Background: an optimization exercise with open tools, aiming at small area. Do not read the settings as production practice. Only simulation tests tie the RTL to the original design; equivalence was not proved. Power is estimated from default activity; no workload was simulated. The clock port is modelled as an ideal driver; clocking choices that lean on that would not hold on a real chip.

## east
==> flow/design.v <==
module mc_aoi222 (input logic a1, a2, b1, b2, c1, c2, output logic y);
  assign y = ~((a1 & a2) | (b1 & b2) | (c1 & c2));
endmodule
module mc_nand2 (input logic a, b, output logic y);
  assign y = ~(a & b);
endmodule
module mc_nand4 (input logic a, b, c, d, output logic y);
  assign y = ~(a & b & c & d);
endmodule
module mc_or3 (input logic a, b, c, output logic y);
  assign y = a | b | c;
endmodule
module mc_nor2 (input logic a, b, output logic y);
  assign y = ~(a | b);
endmodule
module mc_xor2 (input logic a, b, output logic y);
  assign y = a ^ b;
endmodule
module mc_sel32 (input logic [31:0] d, input logic [31:0] s, output logic y);
  logic [11:0] p;
  logic [2:0]  q;
  for (genvar k = 0; k < 10; k++) begin : g
    mc_aoi222 u (.a1(d[3*k]), .a2(s[3*k]), .b1(d[3*k+1]), .b2(s[3*k+1]),
                 .c1(d[3*k+2]), .c2(s[3*k+2]), .y(p[k]));
  end
  mc_nand2 u10 (.a(d[30]), .b(s[30]), .y(p[10]));
  mc_nand2 u11 (.a(d[31]), .b(s[31]), .y(p[11]));
  mc_nand4 n0 (.a(p[0]), .b(p[1]), .c(p[2]),  .d(p[3]),  .y(q[0]));
  mc_nand4 n1 (.a(p[4]), .b(p[5]), .c(p[6]),  .d(p[7]),  .y(q[1]));
  mc_nand4 n2 (.a(p[8]), .b(p[9]), .c(p[10]), .d(p[11]), .y(q[2]));
  mc_or3   o0 (.a(q[0]), .b(q[1]), .c(q[2]), .y(y));
endmodule
module mc_csum_bit (input logic q, d, acc, clr, output logic y);
  logic n, x;
  mc_nand2 u0 (.a(d), .b(acc), .y(n));
  mc_xor2  u1 (.a(q), .b(n), .y(x));
  mc_nor2  u2 (.a(clr), .b(x), .y(y));
endmodule
module microcode_dualbank #(
  parameter int NUM_ADDRESS_LINES = 5,
  parameter int NUM_WORDS         = 32,
  parameter int NUM_STATE_BITS    = 4,
  parameter int NUM_CONTROL_BITS  = 32,
  parameter int STATE_CAPTURE_BIT = NUM_ADDRESS_LINES,
  parameter int READ_LATENCY      = 0,
  parameter int WORD_W            = NUM_CONTROL_BITS + 2*NUM_STATE_BITS
) (
  input  logic                         clk,
  input  logic                         rst,
  input  logic [NUM_ADDRESS_LINES-1:0] address,
  input  logic                         load_start,
  input  logic                         load_valid,
  input  logic [WORD_W-1:0]            load_data,
  output logic                         load_ready,
  input  logic                         swap_req,
  output logic                         loaded,
  output logic [WORD_W-1:0]            load_csum,
  output logic                         active_bank,
  output logic                         ready,
  output logic [NUM_CONTROL_BITS-1:0]  ctl_out,
  output logic [NUM_ADDRESS_LINES-1:0] jadr,
  output logic [NUM_STATE_BITS-1:0]    states
);
  localparam int AW = NUM_ADDRESS_LINES;
  localparam int SB = NUM_STATE_BITS;
  localparam int CW = NUM_CONTROL_BITS;
  localparam int CB = STATE_CAPTURE_BIT;
  localparam int SW = CW - 1 + 7;
  logic [AW-1:0] ptr;
  logic          accept;
  logic          shift;
  logic          swap;
  assign accept = ~load_start & load_valid & load_ready;
  assign swap   = ~load_start & loaded & (~ready | swap_req);
  assign shift  = load_valid & load_ready;
  always_ff @(posedge clk) begin
    if (rst) begin
      ptr        <= '0;
      load_ready <= 1'b0;
      loaded     <= 1'b0;
    end else if (load_start) begin
      ptr        <= '0;
      load_ready <= 1'b1;
      loaded     <= 1'b0;
    end else begin
      if (accept) begin
        ptr       <= ptr + 1'b1;
        if (&ptr) begin
          load_ready <= 1'b0;
          loaded     <= 1'b1;
        end
      end
      if (swap) loaded <= 1'b0;
    end
  end
  logic [WORD_W-1:0] csum_next;
  logic              csum_clr;
  assign csum_clr = rst | load_start;
  for (genvar b = 0; b < WORD_W; b++) begin : g_csum
    mc_csum_bit u (.q(load_csum[b]), .d(load_data[b]), .acc(accept), .clr(csum_clr),
                   .y(csum_next[b]));
  end
  always_ff @(posedge clk) load_csum <= csum_next;
  function automatic logic [SW-1:0] encode(input logic [WORD_W-1:0] w);
    logic [CW-1:0] c;
    logic [SB-1:0] m, v;
    logic [1:0]    x;
    logic [4:0]    g;
    c = w[WORD_W-1:2*SB];
    m = w[2*SB-1:SB];
    v = w[SB-1:0];
    x = c[CB] ? {m[3], m[3] & v[3]} : 2'b01;
    if (m[0] & v[0] & m[1] & v[1]) begin
      g = {2'b01, 1'b0, m[2], m[2] & v[2]};
    end else begin
      g[4:3] = {m[2], m[2] & v[2]};
      case ({m[0], m[1]})
        2'b00:   g[2:0] = 3'b000;
        2'b10:   g[2:0] = {2'b10, v[0]};
        2'b01:   g[2:0] = {2'b01, v[1]};
        default: g[2:0] = v[0] ? 3'b001 : {2'b11, v[1]};
      endcase
    end
    encode = {c[CW-1:CB+1], c[CB-1:0], x, g};
  endfunction
  logic [SW-1:0] shadow [NUM_WORDS];
  logic [SW-1:0] active [NUM_WORDS];
  always_ff @(posedge clk) begin
    if (shift) begin
      shadow[0] <= encode(load_data);
      for (int i = 1; i < NUM_WORDS; i++) shadow[i] <= shadow[i-1];
    end
  end
  always_ff @(posedge clk) begin
    if (swap)
      for (int k = 0; k < NUM_WORDS; k++) active[k] <= shadow[NUM_WORDS-1-k];
  end
  logic [SW-1:0] rd;
  logic          cap;
  logic [SB-1:0] state_mask;
  logic [SB-1:0] state_value;
  logic [NUM_WORDS-1:0] sel;
  always_comb for (int k = 0; k < NUM_WORDS; k++) sel[k] = (address == AW'(k));
  for (genvar b = 0; b < SW; b++) begin : g_rd
    logic [NUM_WORDS-1:0] col;
    for (genvar k = 0; k < NUM_WORDS; k++) begin : g_col
      assign col[k] = active[k][b];
    end
    mc_sel32 u_sel (.d(col), .s(sel), .y(rd[b]));
  end
  wire [1:0] x   = rd[6:5];
  wire [4:0] g   = rd[4:0];
  wire       esc = ~g[4] & g[3];
  assign cap            = x[1] | ~x[0];
  assign state_mask[3]  = x[1];
  assign state_value[3] = x[0];
  assign state_mask[2]  = esc ? g[1] : g[4];
  assign state_value[2] = esc ? g[0] : g[3];
  assign state_mask[0]  = esc | g[2] | (~g[1] & g[0]);
  assign state_value[0] = esc | (g[0] & ~(g[2] & g[1]));
  assign state_mask[1]  = esc | g[1] | (~g[2] & g[0]);
  assign state_value[1] = esc | (g[0] & (g[1] | g[2]));
  assign ctl_out = {rd[SW-1:7+CB], cap, rd[7+CB-1:7]};
  assign jadr    = ctl_out[AW-1:0];
  always_ff @(posedge clk) begin
    if (rst) begin
      active_bank <= 1'b0;
      ready       <= 1'b0;
      states      <= '0;
    end else if (swap) begin
      active_bank <= ~active_bank;
      ready       <= 1'b1;
      states      <= '0;
    end else if (ready && cap) begin
      states <= (states & ~state_mask) | (state_value & state_mask);
    end
  end
endmodule
Settings: LEC_CHECK=0, CAP_MARGIN=20, CORE_MARGIN=2, CORE_UTILIZATION=70, PLACE_DENSITY=0.8, SLEW_MARGIN=20, SYNTH_HIERARCHICAL=1; clock period 7.0 ns.
standard.sh (not shown) runs the stock make flow with config.mk's settings and CLKGATE_MAP_FILE= SYNTH_SCRIPT=/design/flow/synth_recipe.tcl, a recipe that flattens the netlist after the stock synthesis.
==> flow/flow/run.sh <==
#!/bin/bash
# Layout flow: the standard ORFS flow with two changes that only save cell area:
#  - clock tree synthesis without dummy loads, with sinks clustered up to 30 to a leaf buffer;
#  - every input and output port is still buffered, but with the smallest buffer cell.
# Synthesis is the standard one (standard.sh runs it unchanged).
set -euo pipefail
bash standard.sh \
  "CTS_ARGS=-sink_clustering_enable -repair_clock_nets -dont_use_dummy_load -sink_clustering_size 30 -sink_clustering_max_diameter 100" \
  "BUFFER_PORTS_ARGS=-buffer_cell sky130_fd_sc_hd__buf_1" \
  finish > flow_standard.log 2>&1
Input changes introduced in west (baseline for comparison: east):
--- a/flow/design.v
+++ b/flow/design.v
@@ -26,12 +26,15 @@
   mc_nand2 u10 (.a(d[30]), .b(s[30]), .y(p[10]));
   mc_nand2 u11 (.a(d[31]), .b(s[31]), .y(p[11]));
   mc_nand4 n0 (.a(p[0]), .b(p[1]), .c(p[2]),  .d(p[3]),  .y(q[0]));
   mc_nand4 n1 (.a(p[4]), .b(p[5]), .c(p[6]),  .d(p[7]),  .y(q[1]));
   mc_nand4 n2 (.a(p[8]), .b(p[9]), .c(p[10]), .d(p[11]), .y(q[2]));
   mc_or3   o0 (.a(q[0]), .b(q[1]), .c(q[2]), .y(y));
+endmodule
+module mc_dec32 (input logic [4:0] a, output logic [31:0] s);
+  always_comb for (int k = 0; k < 32; k++) s[k] = (a == 5'(k));
 endmodule
 module mc_csum_bit (input logic q, d, acc, clr, output logic y);
   logic n, x;
   mc_nand2 u0 (.a(d), .b(acc), .y(n));
   mc_xor2  u1 (.a(q), .b(n), .y(x));
   mc_nor2  u2 (.a(clr), .b(x), .y(y));
@@ -136,20 +139,24 @@
       for (int k = 0; k < NUM_WORDS; k++) active[k] <= shadow[NUM_WORDS-1-k];
   end
   logic [SW-1:0] rd;
   logic          cap;
   logic [SB-1:0] state_mask;
   logic [SB-1:0] state_value;
-  logic [NUM_WORDS-1:0] sel;
-  always_comb for (int k = 0; k < NUM_WORDS; k++) sel[k] = (address == AW'(k));
+  localparam int RD_GROUP = 10;
+  localparam int RD_DECS  = (SW + RD_GROUP - 1) / RD_GROUP;
+  logic [NUM_WORDS-1:0] sel [RD_DECS];
+  for (genvar g = 0; g < RD_DECS; g++) begin : g_dec
+    mc_dec32 u_dec (.a(address), .s(sel[g]));
+  end
   for (genvar b = 0; b < SW; b++) begin : g_rd
     logic [NUM_WORDS-1:0] col;
     for (genvar k = 0; k < NUM_WORDS; k++) begin : g_col
       assign col[k] = active[k][b];
     end
-    mc_sel32 u_sel (.d(col), .s(sel), .y(rd[b]));
+    mc_sel32 u_sel (.d(col), .s(sel[b / RD_GROUP]), .y(rd[b]));
   end
   wire [1:0] x   = rd[6:5];
   wire [4:0] g   = rd[4:0];
   wire       esc = ~g[4] & g[3];
   assign cap            = x[1] | ~x[0];
   assign state_mask[3]  = x[1];
- Share of final layout cell area taken by non-clock buffers delta for west relative to east: 0.20 points lower
- Side by side, area enclosed by the die boundary turned out higher in west than in east.
- Changes observed in west relative to east: routing usage on met2 now sits lower; global-route usage has decreased; adder-cell share of the synthesized area ~0 delta.
- The final-stage net count of west is higher than that of east.
- Looking at east and west, the post-route cell area is a wash.
- Comparing west with east, the total design power came out essentially unchanged.
- Re worst path setup slack after routing: west is 67 ps down on east.
- Summary of west over east: synthesized cell count went up 140; number of flip-flops and latches in the synthesized netlist neither gained nor lost much.

[what the ideal ports hide]
The flow's constraints put no driver on any port. The routed layouts listed below were extracted and timed again, unchanged, in two steps.
Step 1 sets driving cells, clkbuf_16 on the clock port and buf_2 on the other inputs (assumed; they add their load-dependent delay and slew).
Step 2 moves the port delays by t, midway between the first and last clock arrival at a register: inputs arrive t later, outputs are due t later. That takes back most of the time a late clock gives input paths.
Slacks: ideal ports / drivers / drivers and shift; pairs: ideal ports / drivers.
run | t, ns | setup slack, ns | hold slack, ns | clock arrival spread, ns | pins driven straight from the clock port
east | 0.764 | 0.798 / 0.767 / 0.767 | 0.344 / 0.344 / 0.344 | 0.092 / 0.093 | 1
west | 0.764 | 0.731 / 0.695 / 0.695 | 0.390 / 0.390 / 0.390 | 0.063 / 0.063 | 1
After both steps setup and hold are still met in every run listed. For west, which loses most, drivers alone change the setup slack by -0.036 ns; drivers and shift together by -0.036 ns.
